Source: an optimization exercise on an open RTL-to-GDS flow (aim: small area, a short achievable clock period and few clock cycles). Production flows keep margins and buffers that such runs may drop.
At most, simulation tests tie the RTL to the original design; equivalence was not proved.
For runs 1 and 2, only the layout was checked, not whether the RTL still works.

### flow/run.sh
#!/bin/bash
# synth_recipe.tcl (not shown) runs the flow's synth.tcl, then flattens the netlist and writes it again
# the make line also repeats each setting of config.mk as NAME=value (left out here)
make -C /OpenROAD-flow-scripts/flow DESIGN_CONFIG=/design/flow/config.mk WORK_HOME=/design/flow/orfs CLKGATE_MAP_FILE= SYNTH_SCRIPT=/design/flow/synth_recipe.tcl finish
### flow/config.mk
export PLATFORM = sky130hd
export DESIGN_NAME = muldiv_sched
export DESIGN_NICKNAME = muldiv_sched
export VERILOG_FILES = /design/flow/design.v
export SDC_FILE = /design/flow/constraint.sdc
export NUM_CORES = 4
export LEC_CHECK = 0
export CAP_MARGIN = 20
export CORE_MARGIN = 2
export CORE_UTILIZATION = 40
export SLEW_MARGIN = 20
### flow/constraint.sdc
create_clock -name core_clock -period 10.0 [get_ports {clk}]
set_input_delay 2.0000 -clock core_clock [delete_from_list [all_inputs] [get_ports {clk}]]
set_output_delay 2.0000 -clock core_clock [all_outputs]
set_load 0.01 [all_outputs]
### flow/design.v
module muldiv_sched (
    input  logic        clk,
    input  logic        rst_n,
    input  logic        ex_mult,
    input  logic        ex_div,
    input  logic        ex_signed,
    input  logic        ex_mthi,
    input  logic        ex_mtlo,
    input  logic [31:0] ex_rs,
    input  logic [31:0] ex_rt,
    input  logic        id_hilo_use,
    output logic [31:0] hi,
    output logic [31:0] lo,
    output logic        busy,
    output logic        stall
);
    typedef enum logic [2:0] {S_IDLE, S_MUL, S_MCPA, S_MCOR, S_DNORM, S_DIV, S_FIX} state_t;
    state_t      state_q, state_d;
    logic [3:0]  cnt_q, cnt_d;
    logic [31:0] hi_q, hi_d, lo_q, lo_d;
    logic [1:0]  hx_q, hx_d;           
    logic [33:0] hc_q, hc_d;           
    logic        c8_q, c8_d;           
    logic [32:0] b_q, b_d;             
    logic        mp_q, mp_d;           
    logic        cor_q, cor_d;         
    logic        negq_q, negq_d, negr_q, negr_d;
    logic        rs_neg, rt_neg;
    logic [31:0] rs_mag, rt_mag;
    assign rs_neg = ex_signed & ex_rs[31];
    assign rt_neg = ex_signed & ex_rt[31];
    assign rs_mag = rs_neg ? (~ex_rs + 32'd1) : ex_rs;
    assign rt_mag = rt_neg ? (~ex_rt + 32'd1) : ex_rt;
    localparam int TW = 42;
    logic [33:0] bx;
    logic [8:0]  mbits;
    logic [TW-1:0] row [4];
    logic [TW-1:0] krow, accs, accc;
    logic [TW-1:0] s1, c1, s2, c2, s3, c3, s4, c4, s5, c5;
    logic [3:0]  bneg;
    logic [8:0]  lowsum;
    assign bx    = {b_q[32], b_q};
    assign mbits = {lo_q[7:0], mp_q};
    function automatic logic [TW-1:0] maj(input logic [TW-1:0] a, input logic [TW-1:0] b,
                                          input logic [TW-1:0] c);
        maj = (a & b) | (a & c) | (b & c);
    endfunction
    always_comb begin
        for (int m = 0; m < 4; m++) begin
            logic [2:0]  d3;
            logic        one, two, ng;
            logic [33:0] sel;
            d3  = mbits[2*m +: 3];
            one = d3[0] ^ d3[1];
            two = (d3 == 3'b011) | (d3 == 3'b100);
            ng  = d3[2];
            for (int j = 0; j < 34; j++)
                sel[j] = (one & bx[j]) | (two & ((j == 0) ? 1'b0 : bx[j-1]));
            sel = sel ^ {34{ng}};
            bneg[m] = ng;
            row[m] = TW'({~sel[33], sel[32:0]}) << (2 * m);
        end
        row[1][0] = bneg[0];
        row[2][2] = bneg[1];
        row[2][0] = c8_q;
        row[3][4] = bneg[2];
        krow = TW'(42'h154_0000_0000) | TW'({bneg[3], 6'd0});
        accs = TW'({hx_q, hi_q});
        accc = TW'(hc_q);
    end
    assign s1 = row[0] ^ row[1] ^ row[2];
    assign c1 = maj(row[0], row[1], row[2]) << 1;
    assign s2 = row[3] ^ krow ^ accs;
    assign c2 = maj(row[3], krow, accs) << 1;
    assign s3 = s1 ^ c1 ^ s2;
    assign c3 = maj(s1, c1, s2) << 1;
    assign s4 = c2 ^ accc ^ s3;
    assign c4 = maj(c2, accc, s3) << 1;
    assign s5 = s4 ^ c4 ^ c3;
    assign c5 = maj(s4, c4, c3) << 1;
    assign lowsum = {1'b0, s5[7:0]} + {1'b0, c5[7:0]};
    logic [33:0] a1;
    logic        q1, q2;
    logic [31:0] r1, r2;
    logic [32:0] a2_y;
    logic        a2_ci;
    logic [33:0] a2;
    assign a1 = {2'b0, hi_q} + ~{1'b0, b_q} + 34'd1;
    assign q1 = ~a1[33] & (state_q == S_DIV);
    assign r1 = q1 ? a1[31:0] : hi_q;
    always_comb begin
        case (state_q)
            S_MCPA:  begin a2_y = hc_q[32:0];          a2_ci = c8_q; end
            S_MCOR:  begin a2_y = {1'b0, b_q[31:0]};   a2_ci = 1'b0; end
            default: begin a2_y = ~{1'b0, b_q[32:1]};  a2_ci = 1'b1; end
        endcase
    end
    assign a2 = {2'b0, r1} + {1'b0, a2_y} + 34'(a2_ci);
    assign q2 = ~a2[32];
    assign r2 = q2 ? a2[31:0] : r1;
    logic [5:0] clz_a, clz_b;
    always_comb begin
        clz_a = 6'd32;
        for (int i = 0; i < 32; i++) if (hi_q[i]) clz_a = 6'(31 - i);
        clz_b = 6'd32;
        for (int i = 0; i < 32; i++) if (b_q[i]) clz_b = 6'(31 - i);
    end
    logic [5:0] jdiff;
    assign jdiff = clz_b - clz_a;
    always_comb begin
        state_d = state_q;
        cnt_d   = cnt_q;
        hi_d    = hi_q;
        lo_d    = lo_q;
        hx_d    = hx_q;
        hc_d    = hc_q;
        c8_d    = c8_q;
        b_d     = b_q;
        mp_d    = mp_q;
        cor_d   = cor_q;
        negq_d  = negq_q;
        negr_d  = negr_q;
        case (state_q)
            S_IDLE: begin
                if (ex_mult) begin
                    state_d = S_MUL;
                    cnt_d   = 4'd3;
                    hi_d    = '0;
                    hx_d    = 2'b10;
                    hc_d    = '0;
                    c8_d    = 1'b0;
                    mp_d    = 1'b0;
                    if (!ex_signed && ex_rt[31] && !ex_rs[31]) begin
                        lo_d = ex_rs;
                        b_d  = {1'b0, ex_rt};
                    end else begin
                        lo_d = ex_rt;
                        b_d  = {ex_signed & ex_rs[31], ex_rs};
                    end
                    cor_d = !ex_signed && ex_rt[31] && ex_rs[31];
                end else if (ex_div && ex_rt != 32'd0) begin
                    state_d = S_DNORM;
                    hi_d    = rs_mag;
                    lo_d    = '0;
                    b_d     = {1'b0, rt_mag};
                    negq_d  = rs_neg ^ rt_neg;
                    negr_d  = rs_neg;
                end else if (ex_div) begin
                    lo_d = 32'hFFFF_FFFF;
                    hi_d = ex_rs;
                end else begin
                    if (ex_mthi) hi_d = ex_rs;
                    if (ex_mtlo) lo_d = ex_rs;
                end
            end
            S_MUL: begin
                {hx_d, hi_d} = s5[41:8];
                hc_d  = c5[41:8];
                c8_d  = lowsum[8];
                lo_d  = {lowsum[7:0], lo_q[31:8]};
                mp_d  = lo_q[7];
                cnt_d = cnt_q - 4'd1;
                if (cnt_q == 4'd0) state_d = S_MCPA;
            end
            S_MCPA: begin
                hi_d = a2[31:0];
                if (cor_q) state_d = S_MCOR;
                else       state_d = S_IDLE;
            end
            S_MCOR: begin
                hi_d    = a2[31:0];
                state_d = S_IDLE;
            end
            S_DNORM: begin
                if (clz_a > clz_b) begin
                    if (negr_q) state_d = S_FIX;
                    else        state_d = S_IDLE;
                end else begin
                    state_d = S_DIV;
                    b_d     = {1'b0, b_q[31:0]} << (jdiff[4:0] | 5'd1);
                    cnt_d   = jdiff[4:1];
                end
            end
            S_DIV: begin
                hi_d  = r2;
                lo_d  = {lo_q[29:0], q1, q2};
                b_d   = b_q >> 2;
                cnt_d = cnt_q - 4'd1;
                if (cnt_q == 4'd0) begin
                    if (negr_q || negq_q) state_d = S_FIX;
                    else                  state_d = S_IDLE;
                end
            end
            S_FIX: begin
                if (negr_q) hi_d = ~hi_q + 32'd1;
                if (negq_q) lo_d = ~lo_q + 32'd1;
                state_d = S_IDLE;
            end
            default: state_d = S_IDLE;
        endcase
    end
    always_ff @(posedge clk) begin
        if (!rst_n) begin
            state_q <= S_IDLE;
            hi_q    <= '0;
            lo_q    <= '0;
        end else begin
            state_q <= state_d;
            hi_q    <= hi_d;
            lo_q    <= lo_d;
        end
        cnt_q  <= cnt_d;
        hx_q   <= hx_d;
        hc_q   <= hc_d;
        c8_q   <= c8_d;
        b_q    <= b_d;
        mp_q   <= mp_d;
        cor_q  <= cor_d;
        negq_q <= negq_d;
        negr_q <= negr_d;
    end
    assign busy  = (state_q != S_IDLE);
    assign stall = busy & id_hilo_use;
    assign hi    = hi_q;
    assign lo    = lo_q;
endmodule
==> results of run 1 <==
==> final cells by class <==
class	instances	area, µm²	share of cell area, %
multi-input cells	2489	18700	70.0
well taps	782	978	3.67
inverters	264	991	3.71
clock inverters	12	95.1	0.356
clock buffers	20	458	1.72
flip-flops and latches	144	3660	13.7
repair buffers	196	1810	6.80
==> cell families after synthesis <==
family,synth area share [%]
fa+ha+maj,18.2
compound gates,26.2
flops,14.9
simple gates,16.2
mux,4.89
buf+inv,9.17
xor+xnor,10.4
==> stage by stage <==
step / hold slack, ns / worst slack (ns)
6_report: 0.575 / 2.32
5_1_grt: 0.607 / 1.93
4_1_cts: 0.575 / 2.43
3_5_place_dp: 0.561 / 2.48
3_3_place_gp: 0.558 / 2.62
2_1_floorplan: 0.525 / 3.62
==> critical path: stages, from the launching register on <==
cell	delay [ns]
edfxtp_1	0.70
inv_1	0.22
ha_1	0.40
o21a_1	0.15
o31a_1	0.21
o22ai_1	0.09
buf_4	0.17
o211a_1	0.26
o21ai_1	0.56
o31ai_2	0.23
o21ai_4	0.51
buf_4	0.47
mux2_2	0.41
ha_1	0.39
nand2_1	0.17
a221oi_1	0.25
o21ai_1	0.27
a21oi_1	0.30
o2111ai_1	0.16
a21o_1	0.22
a22oi_2	0.56
buf_4	0.45
a22oi_1	0.15
a41oi_1	0.23
==> routing by layer <==
| layer | routed length, µm | vias up | GRT usage [%] |
|---|---|---|---|
| met5 | 0 | - | 0 |
| met4 | 9790 | 0 | 26.0 |
| met3 | 10300 | 326 | 6.53 |
| met2 | 54000 | 1571 | 59.9 |
| met1 | 47100 | 12400 | 47.5 |
| li1 | - | 11100 | - |
==> state kept, by name, summed over array words and instances, names as in the netlist <==
register / flops
hc_q: 33
negr_q: 1
hi_q: 32
b_q: 33
lo_q: 32
hx_q: 2
negq_q: 1
cor_q: 1
mp_q: 1
state_q: 3
c8_q: 1
cnt_q: 4
==> layout by cell type (no fill, tap or decap), types with 24 or more instances in the layout <==
| master | synthesis | final |
|---|---|---|
| ha_1 | 141 | 140 |
| mux2_2 | 31 | 31 |
| buf_4 | 36 | 59 |
| nor3_1 | 48 | 48 |
| a21oi_1 | 219 | 219 |
| clkdlybuf4s50_1 | 0 | 135 |
| a21o_1 | 24 | 24 |
| xor2_1 | 69 | 67 |
| nand2b_1 | 25 | 25 |
| inv_1 | 260 | 260 |
| o221ai_1 | 40 | 40 |
| nand3_1 | 58 | 58 |
| dfxtp_1 | 67 | 64 |
| mux2i_1 | 80 | 80 |
| nor2_1 | 251 | 249 |
| nor2b_1 | 26 | 24 |
| a22oi_1 | 137 | 136 |
| xnor2_1 | 222 | 221 |
| a221oi_1 | 51 | 51 |
| o21ai_0 | 247 | 246 |
| fa_1 | 134 | 133 |
| o31ai_1 | 26 | 26 |
| nand2_1 | 256 | 255 |
| edfxtp_1 | 77 | 77 |
| and2_1 | 47 | 47 |
| o211ai_1 | 43 | 43 |
==> worst max path at each step <==
stage | from | endpoint | slack (ns) | cells after the start
6_report | b_q[2] | hi_q[3] | 2.32 | 23
5_1_grt | b_q[2] | hi_q[19] | 1.93 | 23
4_1_cts | b_q[2] | hi_q[3] | 2.43 | 23
3_5_place_dp | b_q[2] | hi_q[3] | 2.48 | 23
3_3_place_gp | b_q[2] | hi_q[3] | 2.62 | 23
2_1_floorplan | hi_q[1] | b_q[0] | 3.62 | 22
==> impl_metrics.json, run 1 <==
{
  "r2r-start": "b_q[2]",
  "relSlewSlack_pct": 13.1,
  "cp.required_ns": 10.42,
  "postRouteAntennaNets": 0,
  "insertion_delay_ns": 0.51,
  "hold_viol": 0,
  "htree_num_levels": 4,
  "drv_cap": 0,
  "synthArstFlopShare_pct": 0,
  "min-delay-start": "lo_q[30]",
  "dp_hpwl_um": 94500,
  "min_to": "lo_q[30]",
  "synth_enable_flop_cells": 77,
  "rows": 90,
  "fmax_ghz": 0.130,
  "dieArea_um2": 63100,
  "wl_per_cell_um": 31.0,
  "pin_count": 138,
  "setup_viol": 0,
  "netlist_instances": 3187,
  "path_clk_slew_ns": 0.07,
  "cp-end-kind": "register",
  "die_w_um": 251,
  "cts-resized-gates": 0,
  "stdcell_count": 3907,
  "finalInstanceArea_um2": 26700,
  "drtIter0Drc": 3271,
  "tns_ns": 0,
  "gp_congestion": 1.02,
  "yosys-top-cells-count": "inv_1, nand2_1, nor2_1",
  "r2r_slack_ns": 2.32,
  "first_pass_iters": 6,
  "final.min_clock_period_ns": 7.68,
  "core-area_um2": 60400,
  "nFillCells": 6207,
  "hp-class": "register to register",
  "yosysUniqueCellTypes": 94,
  "tightest_slew_ns": 1.29,
  "cts_sinks": 144,
  "ys.flop_type": "edfxtp_1",
  "yosys.area.top_type_share_pct": 11.0,
  "rsz0062_at_grt": "false",
  "syn2layout_area_growth_pct": 9.11,
  "fin_crit_sh_pct": 76.8,
  "grt_pass1_wl_um": 175000,
  "grt_max_degree": 75,
  "first_global_vias": 24400,
  "status": "complete, no violations",
  "holdPathStages": 2,
  "fin_nets": 3459,
  "drv_slew": 0,
  "remaining_drc_errors": 0,
  "antenna_found_initial": 2,
  "dp_cells": 3875,
  "ctsHoldBuffers": 0,
  "syn-num-nets": 3534,
  "synth-seq-area-share_pct": 14.9,
  "path_max_fanout": 23,
  "die_y_um": 251,
  "synth_most_common_cell": "inv_1",
  "gr-usage-all-layers_pct": 38.0,
  "drive_gt1_share_pct": 5.86,
  "post-route-util_pct": 44.2,
  "startpoint_type": "register",
  "syn_area_per_cell_um2": 7.67,
  "globalRouteOverflowTotal": 0,
  "synth_seq_cells": 144,
  "root_buffer": "clkbuf_16",
  "initial_utilization_pct": 40.5,
  "critPathKind": "register to register",
  "clock_skew_ns": 0.0154,
  "synth_area_leaders": "fa_1, edfxtp_1, xnor2_1, ha_1, dfxtp_1",
  "r2r_cells": 23,
  "yosys.area.top_type": "fa_1",
  "arrival_ns": 8.10,
  "via_count": 25400,
  "cts_buffer_depth": 2,
  "r2r_end": "hi_q[3]",
  "syn_area_um2": 24500,
  "insertedDiodeCount": 0,
  "cts_tree": "yes",
  "numCtsBuffers": 17,
  "totalWireLength_um": 121000,
  "portBuffers": 137,
  "via_per_inst": 6.51,
  "post_cts_buffers": 0,
  "dpl_cell_area_um2": 26100,
  "synth_warnings": 2
}
==> run 2, diff against run 1 <==
--- a/flow/config.mk
+++ b/flow/config.mk
@@ -8,4 +8,5 @@
 export CAP_MARGIN = 20
 export CORE_MARGIN = 2
 export CORE_UTILIZATION = 40
+export SETUP_SLACK_MARGIN = 4.0
 export SLEW_MARGIN = 20
==> run 2 against run 1 <==
- critical endpoint is now hi_q[30]
- count of clock-buffer cells in the layout is 3 lower
- global-route usage is 1.1 points lower
- critical path depth is 3 higher
- core utilization is 1.5 points higher
- sequential share of layout area is 0.34 points lower
- still clean
- die area stayed put
- clock skew hardly changed
- largest cell class unchanged
- register-to-register slack better by 1.8 ns
- maximum frequency is 31% higher
==> impl_metrics.json, run 2 <==
{
  "status": "complete, no violations",
  "grt_max_degree": 87,
  "final.min_clock_period_ns": 5.84,
  "relSlewSlack_pct": 20.4,
  "initial_utilization_pct": 40.5,
  "totalWireLength_um": 118000,
  "reg_top3": "b_q (33), hc_q (33)",
  "synthAdderAreaFrac_pct": 18.2,
  "syn2layout_area_growth_pct": 12.7,
  "stdcell_count": 3969,
  "cts_tree": "yes",
  "postRouteAntennaNets": 0,
  "synth_seq_cells": 144,
  "fin_nets": 3521,
  "synthArstFlopShare_pct": 0,
  "numCtsBuffers": 17,
  "drv_slew": 0,
  "remaining_drc_errors": 0,
  "crit_buf_inv": 5,
  "critPathKind": "register to register",
  "tightest_slew_ns": 1.19,
  "syn_area_per_cell_um2": 7.67,
  "yosys.area.top_type_share_pct": 11.0,
  "grt_pass1_wl_um": 171000,
  "synth_enable_flop_cells": 77,
  "drive_gt1_share_pct": 9.70,
  "yosys.area_share.simple_pct": 16.2,
  "dieArea_um2": 63100,
  "finalInstanceArea_um2": 27600,
  "first_pass_iters": 6,
  "drtIter0Drc": 3122,
  "r2r-start": "hi_q[9]",
  "tns_ns": 0,
  "cpMostUsedCell": "o21ai_4",
  "ys.flop_type": "edfxtp_1",
  "rows": 90,
  "path_clk_slew_ns": 0.09,
  "drv_cap": 0,
  "antenna_found_initial": 1,
  "netlist_instances": 3187,
  "synth_top_family_by_area": "compound AO/OA/AOI/OAI gates",
  "syn_area_um2": 24500,
  "yosys.area_share.xor_xnor_pct": 10.4,
  "htree_num_levels": 4,
  "yosysUniqueCellTypes": 94,
  "portBuffers": 137,
  "cpMaxStageDelayCell": "fa_1",
  "hp-class": "register to register",
  "crit_start": "hi_q[9]",
  "synth_area_leaders": "fa_1, edfxtp_1, xnor2_1, ha_1, dfxtp_1",
  "synth-seq-area-share_pct": 14.9,
  "cpPeakStageDelay_ns": 0.46,
  "cp.required_ns": 10.44,
  "rsz0062_at_grt": "true",
  "core-area_um2": 60400,
  "insertion_delay_ns": 0.51,
  "wl_per_cell_um": 29.8,
  "insertedDiodeCount": 0,
  "dp_cells": 3881,
  "startpoint_type": "register",
  "cpLargestDelayFamily": "compound AO/OA/AOI/OAI gates",
  "cp-end-kind": "register",
  "root_buffer": "clkbuf_16",
  "via_per_inst": 6.49,
  "post-route-util_pct": 45.7,
  "die_y_um": 251,
  "gr-usage-all-layers_pct": 36.9,
  "yosys.area.top_type": "fa_1",
  "synth_warnings": 2,
  "path_max_fanout": 20,
  "fin_crit_sh_pct": 58.4,
  "fmax_ghz": 0.171,
  "arrival_ns": 6.29,
  "globalRouteOverflowTotal": 0,
  "syn-num-nets": 3534,
  "die_w_um": 251,
  "cts_buffer_depth": 2,
  "first_global_vias": 24600,
  "cts_sinks": 144,
  "min-delay-start": "lo_q[0]",
  "via_count": 25800,
  "dp_hpwl_um": 90000,
  "layout_common_cells": "inv_1, nand2_1, nor2_1, o21ai_0, xnor2_1",
  "pin_count": 138,
  "synth_most_common_cell": "inv_1",
  "yosys-top-cells-count": "inv_1, nand2_1, nor2_1",
  "setup_viol": 0,
  "ctsHoldBuffers": 0,
  "dpl_cell_area_um2": 26200,
  "synthMuxAreaShare_pct": 4.89,
  "synth_compound_area_share_pct": 26.2,
  "hold_viol": 0,
  "clock_skew_ns": 0.0150,
  "final_common_cell": "inv_1",
  "gp_congestion": 1.03
}
## run 2: cell counts after synthesis
No cell type changed its count.
## run 2: logic make-up after synthesis
kind of cell / after synthesis
AOI/OAI and AO/OA: 980
xor gates and xnor gates: 291
adders and majority gates: 275
buffers and inverters: 554
DFF: 144
muxes: 113
and+or+nand+nor: 830
## run 2: worst paths after layout
check / to / slack (ns) / cells after the start
worst max-delay path: hi_q[30] / 4.16 / 26
worst min-delay path: lo_q[0] / 0.55 / 2
worst max register to register: hi_q[30] / 4.16 / 26
worst min register to register: lo_q[0] / 0.55 / 2
## run 2: worst register-to-register path: stages, from the launching register on
cell	delay, ns
dfxtp_1	0.30
buf_4	0.19
ha_1	0.40
nand3_1	0.16
nor2_4	0.18
nand2_1	0.11
o211a_4	0.30
o21ai_4	0.24
o31ai_4	0.10
buf_4	0.17
o21ai_4	0.25
buf_12	0.16
mux2i_1	0.27
fa_2	0.27
inv_1	0.07
fa_1	0.46
nor2b_1	0.17
o31a_1	0.26
o21ai_4	0.13
a21oi_2	0.23
o2111ai_2	0.18
a21o_1	0.22
a22oi_2	0.24
buf_8	0.24
o31a_1	0.20
a211oi_1	0.08
o22ai_1	0.19
## run 2: metrics by stage
stage	setup slack [ns]	hold WS, ns
after floorplan	4.22	0.525
after global placement	2.38	0.544
after detailed placement	2.20	0.546
after CTS	3.96	0.561
after global routing	3.93	0.600
final	4.16	0.548
## run 2: what timing repair did
| action | 4_1_cts | 5_1_grt |
|---|---|---|
| resized for setup | 37 | 64 |
| cloned | 1 | 2 |
| pin swaps | 4 | 13 |
| setup endpoints to repair | 48 | 77 |
| buffers inserted | 36 | 17 |
## run 2: routing by layer
layer / GRT usage [%] / wire length (µm)
met1: 46.5 / 45400
met2: 58.6 / 52600
met3: 6.62 / 11300
met4: 23.1 / 9100
met5: 0 / 0
## run 2: final cells by class
class,count,area [µm²]
Clock buffer,17,425
Clock inverter,15,179
Fill cell,6067,32800
Inverter,264,1000
Multi-Input combinational cell,2489,18900
Sequential cell,144,3680
Tap cell,782,978
Timing Repair Buffer,258,2380
==> run 3, diff against run 2 <==
--- a/flow/design.v
+++ b/flow/design.v
@@ -24,6 +24,7 @@
     logic [32:0] b_q, b_d;             
     logic        mp_q, mp_d;           
     logic        cor_q, cor_d;         
+    logic [1:0]  nb_q, nb_d;           
     logic        negq_q, negq_d, negr_q, negr_d;
     logic        rs_neg, rt_neg;
     logic [31:0] rs_mag, rt_mag;
@@ -31,6 +32,28 @@
     assign rt_neg = ex_signed & ex_rt[31];
     assign rs_mag = rs_neg ? (~ex_rs + 32'd1) : ex_rs;
     assign rt_mag = rt_neg ? (~ex_rt + 32'd1) : ex_rt;
+    function automatic logic [1:0] sbytes(input logic [31:0] x);
+        if (x[31:7] == {25{x[31]}})        sbytes = 2'd0;
+        else if (x[31:15] == {17{x[31]}})  sbytes = 2'd1;
+        else if (x[31:23] == {9{x[31]}})   sbytes = 2'd2;
+        else                               sbytes = 2'd3;
+    endfunction
+    logic [1:0] nb_rs, nb_rt;
+    logic [3:0] fit_rs, fit_rt;        
+    logic       use_rs;
+    assign nb_rs = sbytes(ex_rs);
+    assign nb_rt = sbytes(ex_rt);
+    function automatic logic [3:0] fits(input logic [31:0] x, input logic extra);
+        logic [3:0] f;
+        f[0] = x[31:7]  == {25{x[31]}};
+        f[1] = x[31:15] == {17{x[31]}};
+        f[2] = x[31:23] == {9{x[31]}};
+        f[3] = 1'b1;
+        fits = extra ? {f[2:0], 1'b0} : f;
+    endfunction
+    assign fit_rs = fits(ex_rs, !ex_signed && ex_rs[31]);
+    assign fit_rt = fits(ex_rt, !ex_signed && ex_rt[31]);
+    assign use_rs = |(fit_rs & ~fit_rt);
     localparam int TW = 42;
     logic [33:0] bx;
     logic [8:0]  mbits;
@@ -95,7 +118,7 @@
             default: begin a2_y = ~{1'b0, b_q[32:1]};  a2_ci = 1'b1; end
         endcase
     end
-    assign a2 = {2'b0, r1} + {1'b0, a2_y} + 34'(a2_ci);
+    assign a2 = {1'b0, hx_q[0] & (state_q == S_MCPA), r1} + {1'b0, a2_y} + 34'(a2_ci);
     assign q2 = ~a2[32];
     assign r2 = q2 ? a2[31:0] : r1;
     logic [5:0] clz_a, clz_b;
@@ -118,26 +141,29 @@
         b_d     = b_q;
         mp_d    = mp_q;
         cor_d   = cor_q;
+        nb_d    = nb_q;
         negq_d  = negq_q;
         negr_d  = negr_q;
         case (state_q)
             S_IDLE: begin
                 if (ex_mult) begin
                     state_d = S_MUL;
-                    cnt_d   = 4'd3;
+                    cnt_d   = {2'b0, use_rs ? nb_rs : nb_rt};
+                    nb_d    = use_rs ? nb_rs : nb_rt;
                     hi_d    = '0;
                     hx_d    = 2'b10;
                     hc_d    = '0;
                     c8_d    = 1'b0;
                     mp_d    = 1'b0;
-                    if (!ex_signed && ex_rt[31] && !ex_rs[31]) begin
-                        lo_d = ex_rs;
-                        b_d  = {1'b0, ex_rt};
+                    if (use_rs) begin
+                        lo_d  = ex_rs;
+                        b_d   = {ex_signed & ex_rt[31], ex_rt};
+                        cor_d = !ex_signed && ex_rs[31];
                     end else begin
-                        lo_d = ex_rt;
-                        b_d  = {ex_signed & ex_rs[31], ex_rs};
+                        lo_d  = ex_rt;
+                        b_d   = {ex_signed & ex_rs[31], ex_rs};
+                        cor_d = !ex_signed && ex_rt[31];
                     end
-                    cor_d = !ex_signed && ex_rt[31] && ex_rs[31];
                 end else if (ex_div && ex_rt != 32'd0) begin
                     state_d = S_DNORM;
                     hi_d    = rs_mag;
@@ -163,7 +189,12 @@
                 if (cnt_q == 4'd0) state_d = S_MCPA;
             end
             S_MCPA: begin
-                hi_d = a2[31:0];
+                case (nb_q)
+                    2'd0: begin hi_d = {{24{a2[32]}}, a2[31:24]}; lo_d = {a2[23:0], lo_q[31:24]}; end
+                    2'd1: begin hi_d = {{16{a2[32]}}, a2[31:16]}; lo_d = {a2[15:0], lo_q[31:16]}; end
+                    2'd2: begin hi_d = {{8{a2[32]}},  a2[31:8]};  lo_d = {a2[7:0],  lo_q[31:8]};  end
+                    default: hi_d = a2[31:0];
+                endcase
                 if (cor_q) state_d = S_MCOR;
                 else       state_d = S_IDLE;
             end
@@ -216,6 +247,7 @@
         b_q    <= b_d;
         mp_q   <= mp_d;
         cor_q  <= cor_d;
+        nb_q   <= nb_d;
         negq_q <= negq_d;
         negr_q <= negr_d;
     end
--- a/flow/config.mk
+++ b/flow/config.mk
@@ -8,5 +8,5 @@
 export CAP_MARGIN = 20
 export CORE_MARGIN = 2
 export CORE_UTILIZATION = 40
-export SETUP_SLACK_MARGIN = 4.0
+export SETUP_SLACK_MARGIN = 5
 export SLEW_MARGIN = 20
==> run 3 against run 2 <==
- first-iteration DRC count grew 66%
- setup slack gained 0.023 ns
==> impl_metrics.json, run 3 <==
{
  "status": "complete, no violations",
  "cpMaxStageDelayCell": "a2111o_1",
  "tightest_slew_ns": 1.22,
  "first_global_vias": 28000,
  "grt_max_degree": 82,
  "pin_count": 138,
  "fin_nets": 3992,
  "min-delay-start": "lo_q[0]",
  "rsz0062_at_grt": "true",
  "gp_congestion": 1.05,
  "die_y_um": 261,
  "drv_cap": 0,
  "wl_per_cell_um": 31.4,
  "syn-num-nets": 3840,
  "gr-usage-all-layers_pct": 39.5,
  "layout_common_cells": "inv_1, buf_4, nor2_1, a21oi_1, nand2_1",
  "multi_input_area_um2": 23200,
  "cp-end-kind": "register",
  "path_max_fanout": 4,
  "synth_area_leaders": "fa_1, edfxtp_1, xnor2_1, ha_1, a21oi_1",
  "cpPeakStageDelay_ns": 0.46,
  "syn_area_um2": 26500,
  "nFillCells": 6135,
  "critPathKind": "register to register",
  "ys.flop_type": "edfxtp_1",
  "totalWireLength_um": 142000,
  "yosys.area.top_type": "fa_1",
  "synth_warnings": 2,
  "synth_most_common_cell": "a21oi_1",
  "syn_area_per_cell_um2": 7.60,
  "synth_seq_cells": 146,
  "cp.required_ns": 10.42,
  "syn2layout_area_growth_pct": 28.9,
  "hold_viol": 0,
  "synthArstFlopShare_pct": 0,
  "first_pass_iters": 7,
  "drive_gt1_share_pct": 23.8,
  "cts_tree": "yes",
  "via_count": 30800,
  "synth-seq-area-share_pct": 14.0,
  "cp_cell_sequence": "inv_2 -> ha_1 -> a2111o_1 -> o21ai_4 -> o211ai_1 -> buf_4 -> and4bb_2 -> nor2_4 -> buf_12 -> mux2_4 -> fa_2 -> fa_2 -> nand2b_4 -> a21o_4 -> a31o_4 -> o211ai_1 -> xor2_4 -> a21o_1 -> a22o_1 -> a31oi_4 -> or3b_4 -> o211a_1",
  "fmax_ghz": 0.172,
  "path_clk_slew_ns": 0.08,
  "rows": 94,
  "drv_slew": 0,
  "hp-class": "register to register",
  "final_common_cell": "inv_1",
  "arrival_ns": 6.24,
  "via_per_inst": 6.82,
  "r2r_end": "hi_q[6]",
  "startpoint_type": "register",
  "r2r_slack_ns": 4.18,
  "antenna_found_initial": 4,
  "htree_num_levels": 4,
  "portBuffers": 137,
  "final.min_clock_period_ns": 5.82,
  "reg_top3": "b_q (33), hc_q (33)",
  "min_to": "lo_q[0]",
  "clock_skew_ns": 0.0211,
  "r2r-start": "b_q[5]",
  "ctsHoldBuffers": 0,
  "seq_area_um2": 3780,
  "globalRouteOverflowTotal": 0,
  "r2r_cells": 22,
  "setup_viol": 0,
  "die_w_um": 261,
  "remaining_drc_errors": 0,
  "numCtsBuffers": 17,
  "relSlewSlack_pct": 17.8,
  "yosys-top-cells-count": "a21oi_1, inv_1, clkbuf_1",
  "holdPathStages": 1,
  "insertion_delay_ns": 0.53,
  "synth_enable_flop_cells": 79,
  "core-area_um2": 65700,
  "cts_sinks": 146,
  "grt_pass1_wl_um": 197000,
  "cts_buffer_depth": 2,
  "fin_crit_sh_pct": 58.2,
  "yosysUniqueCellTypes": 86,
  "dieArea_um2": 68400,
  "initial_utilization_pct": 40.3,
  "drtIter0Drc": 5177,
  "root_buffer": "clkbuf_16",
  "netlist_instances": 3487,
  "postRouteAntennaNets": 0,
  "dp_hpwl_um": 97800,
  "tns_ns": 0,
  "yosys.area.top_type_share_pct": 10.1
}
-- run 3: kinds of logic (layout without fill, tap and decap cells) --
kind of cell,count (synthesis),count (layout),synth area share (%)
AOI/OAI and AO/OA,1187,1187,29.8
and+or+nand+nor,819,821,14.4
buffers and inverters,615,775,9.38
xor gates and xnor gates,304,305,10.0
adders and majority gates,281,281,17.1
DFF,146,146,14.0
muxes,135,137,5.35
other,0,4,0
-- run 3: how the worst max path moves through the flow --
stage	depth (start not counted)	slack [ns]	from	endpoint
final	22	4.18	b_q[5]	hi_q[6]
after global routing	24	4.06	b_q[14]	hi_q[23]
after CTS	24	4.31	b_q[9]	hi_q[6]
after detailed placement	20	2.79	b_q[2]	lo_q[31]
after global placement	19	2.89	b_q[5]	lo_q[31]
after floorplan	22	4.69	b_q[1]	hi_q[23]
-- run 3: final cells by class --
type                       instances  share of cell area, %
antenna                            4                 0.0293
tap                              864                   3.16
clock buffer                      19                   1.36
clock inverter                    13                  0.399
timing repair buffer             460                   12.7
inverter                         281                   3.31
multi-input combinational       2731                   67.9
sequential                       146                   11.1
timing repair inverter             2                 0.0805
-- run 3: worst max-delay path, delay by kind of cell (launching register included) --
family,cells,cell delay (ns)
XOR/XNOR,1,0.13
AO/OA/AOI/OAI,10,2.39
flip-flops,1,0.43
adder cells (fa/ha/maj),3,1.01
AND/OR/NAND/NOR,4,1.02
multiplexers,1,0.32
buffers and inverters,3,0.44
-- run 3: timing repair --
action | CTS | global route
buffers inserted | 166 | 64
setup endpoints to repair | 144 | 137
resized for setup | 461 | 224
pin swaps | 158 | 116
gates cloned | 10 | 6
-- run 3: per-stage QoR --
| step | instance area [µm²] | util [%] | hold slack [ns] | std cells | setup slack, ns |
|---|---|---|---|---|---|
| after floorplan | 27100 | - | 0.545 | 3487 | 4.69 |
| after global placement | 28700 | 43.6 | 0.582 | 4238 | 2.89 |
| after detailed placement | 28700 | 43.6 | 0.581 | 4238 | 2.79 |
| after CTS | 32700 | 49.7 | 0.593 | 4446 | 4.31 |
| after global routing | 34200 | 52.0 | 0.556 | 4517 | 4.06 |
| final | 34200 | 52.0 | 0.544 | 4520 | 4.18 |
-- run 3: routing by layer --
layer  part of all wire [%]  wire [µm]  vias up  track usage (%)
li1                       -          -    12900                -
met1                     36      51200    14700             51.2
met2                     41      57600     2512             56.3
met3                     13      18800      642             8.73
met4                     10      14100        4             32.0
met5                  0.046         65        -                0
Testbench counts of run 3, summed over its fixed seeds: cycles 5,406.
==> run 4, diff against run 3 <==
--- a/flow/config.mk
+++ b/flow/config.mk
@@ -8,5 +8,5 @@
 export CAP_MARGIN = 20
 export CORE_MARGIN = 2
 export CORE_UTILIZATION = 40
-export SETUP_SLACK_MARGIN = 5
+export SETUP_SLACK_MARGIN = 4
 export SLEW_MARGIN = 20
==> run 4 against run 3 <==
- clock skew fell by 0.0076 ns
- count of clock-buffer cells in the layout rose by 4
- sequential share of layout area rose by 1.2 points
- sequential cell count did not move
- register-to-register slack got worse by 0.14 ns
- critical path type is now input port to register
- highest routed layer is now met4
==> impl_metrics.json, run 4 <==
{
  "relSlewSlack_pct": 15.1,
  "htree_num_levels": 4,
  "holdPathStages": 2,
  "ys.flop_type": "edfxtp_1",
  "yosysUniqueCellTypes": 86,
  "globalRouteOverflowTotal": 0,
  "fmax_ghz": 0.167,
  "path_clk_slew_ns": 0.07,
  "crit_start": "ex_rt[24]",
  "yosys.area.top_type": "fa_1",
  "numCtsBuffers": 17,
  "synth_area_leaders": "fa_1, edfxtp_1, xnor2_1, ha_1, a21oi_1",
  "syn_area_um2": 26500,
  "synthArstFlopShare_pct": 0,
  "root_buffer": "clkbuf_16",
  "final_common_cell": "a21oi_1",
  "synth_enable_flop_cells": 79,
  "drv_cap": 0,
  "syn2layout_area_growth_pct": 15.5,
  "drive_gt1_share_pct": 12.5,
  "gr-usage-all-layers_pct": 38.4,
  "layout_common_cells": "a21oi_1, nor2_1, inv_1, o21ai_0, nand2_1",
  "cts_buffer_depth": 2,
  "path_max_fanout": 67,
  "cp-end-kind": "register",
  "die_w_um": 261,
  "netlist_instances": 3487,
  "r2r_slack_ns": 4.04,
  "dieArea_um2": 68400,
  "tns_ns": 0,
  "setup_slack_ns": 4.00,
  "gp_congestion": 1.02,
  "fin_nets": 3845,
  "syn-num-nets": 3840,
  "yosys-top-cells-count": "a21oi_1, inv_1, clkbuf_1",
  "reg_top3": "b_q (33), hc_q (33)",
  "synth_seq_cells": 146,
  "insertion_delay_ns": 0.50,
  "core-area_um2": 65700,
  "antenna_found_initial": 3,
  "remaining_drc_errors": 0,
  "crit_path_end": "b_q[0]",
  "startpoint_type": "input port",
  "first_global_vias": 27100,
  "final.min_clock_period_ns": 6.00,
  "rsz0062_at_grt": "true",
  "place_ws_ns": 2.21,
  "cts_sinks": 146,
  "clock_skew_ns": 0.0135,
  "initial_utilization_pct": 40.3,
  "synth_most_common_cell": "a21oi_1",
  "wl_per_cell_um": 30.8,
  "ctsHoldBuffers": 0,
  "grt_pass1_wl_um": 192000,
  "die_y_um": 261,
  "hp-class": "register to register",
  "synth_warnings": 2,
  "insertedDiodeCount": 0,
  "first_pass_iters": 8,
  "dp_hpwl_um": 98000,
  "cts_tree": "yes",
  "arrival_ns": 6.19,
  "portBuffers": 137,
  "yosys.area.top_type_share_pct": 10.1,
  "cp.required_ns": 10.18,
  "drv_slew": 0,
  "grt_max_degree": 81,
  "rows": 94,
  "drtIter0Drc": 4192,
  "tightest_slew_ns": 1.27,
  "via_count": 29200,
  "synth-seq-area-share_pct": 14.0,
  "r2r_cells": 25,
  "pin_count": 138,
  "syn_area_per_cell_um2": 7.60,
  "r2r-start": "b_q[9]",
  "critPathKind": "input port to register",
  "status": "complete, no violations",
  "r2r_end": "hi_q[18]",
  "setup_viol": 0,
  "postRouteAntennaNets": 0,
  "totalWireLength_um": 135000,
  "fin_crit_sh_pct": 60.0,
  "via_per_inst": 6.69,
  "hold_viol": 0
}
-- run 4: layer usage --
| metal | routed length (µm) | GRT usage [%] | vias up | share of wire (%) |
|---|---|---|---|---|
| li1 | - | - | 12600 | - |
| met2 | 55900 | 55.7 | 2079 | 42 |
| met3 | 14500 | 7.81 | 494 | 11 |
| met5 | 0 | 0 | - | 0 |
| met4 | 12400 | 30.4 | 0 | 9.2 |
| met1 | 51800 | 49.6 | 14000 | 38 |
-- run 4: worst max-delay path, cell delays in order --
cell and delay (ns):
clkdlybuf4s50_1 0.66, or4_4 0.61, or4_4 0.50, o22ai_2 0.24, a311oi_1 0.15, a31oi_2 0.35
nor2b_4 0.23, buf_8 0.48, nand2_1 0.19, mux2i_1 0.54, o22ai_1 0.21
-- run 4: logic make-up after synthesis --
logic type | share of synthesized area, %
compound gates | 29.8
simple gates | 14.4
buf+inv | 9.38
xor+xnor | 10.0
fa+ha+maj | 17.1
flops | 14.0
mux | 5.35
-- run 4: cell type report --
type	instances	area (µm²)
Fill cell	6593	35100
Multi-Input combinational cell	2727	21200
Sequential cell	146	3750
Timing Repair Buffer	319	2930
Tap cell	864	1080
Inverter	281	1070
Clock buffer	23	514
Clock inverter	9	87.6
-- run 4: metrics by stage --
step | utilization, % | instances | hold WS, ns | cell area [µm²]
4_1_cts | 45.3 | 4317 | 0.602 | 29800
6_report | 46.6 | 4369 | 0.600 | 30600
2_1_floorplan | - | 3487 | 0.545 | 26500
3_5_place_dp | 43.1 | 4244 | 0.598 | 28400
5_1_grt | 46.6 | 4369 | 0.647 | 30600
3_3_place_gp | 43.1 | 4243 | 0.591 | 28300
-- run 4: worst min path at each step --
stage | from | endpoint | slack [ns]
after floorplan | lo_q[9] | lo_q[9] | 0.54
after global placement | lo_q[16] | lo_q[16] | 0.59
after detailed placement | lo_q[16] | lo_q[16] | 0.60
after CTS | lo_q[16] | lo_q[16] | 0.60
after global routing | lo_q[1] | lo_q[1] | 0.65
final | lo_q[16] | lo_q[16] | 0.60
-- run 4: repair_timing --
| item | in CTS | in global routing |
|---|---|---|
| endpoints found under the setup margin | 98 | 107 |
| cloned | 2 | 3 |
| pin swaps | 13 | 31 |
| buffers inserted | 39 | 49 |
| resized for setup | 109 | 88 |

static timing again, ports no longer ideal:
In the flow no input, the clock included, has a driving cell. The finished layouts below were timed again as built, in two steps.
Step 1 (the two cells are an assumption about what drives the block):
set clk [get_ports {clk}]
set_driving_cell -lib_cell sky130_fd_sc_hd__clkbuf_16 $clk
set_driving_cell -lib_cell sky130_fd_sc_hd__buf_2 [delete_from_list [all_inputs] $clk]
Step 2 moves the port delays by t, midway between the first and last clock arrival at a register: inputs arrive t later, outputs are due t later. That takes back most of the time a late clock gives input paths.
Three values: ideal, step 1, step 2; two values: the first two.
run | shift t [ns] | setup WS [ns] | clock arrival spread, ns | pins driven straight from the clock port
run 1 | 0.566 | 2.325 / 2.325 / 2.325 | 0.016 / 0.016 | 1
run 2 | 0.569 | 4.156 / 4.156 / 3.827 | 0.018 / 0.018 | 1
run 3 | 0.583 | 4.179 / 4.179 / 3.854 | 0.021 / 0.021 | 1
run 4 | 0.561 | 3.999 / 4.033 / 3.472 | 0.014 / 0.014 | 1
After both steps every run listed still meets setup and hold. For run 4, which loses most, drivers alone change the setup slack by +0.034 ns; drivers and shift together by -0.527 ns.
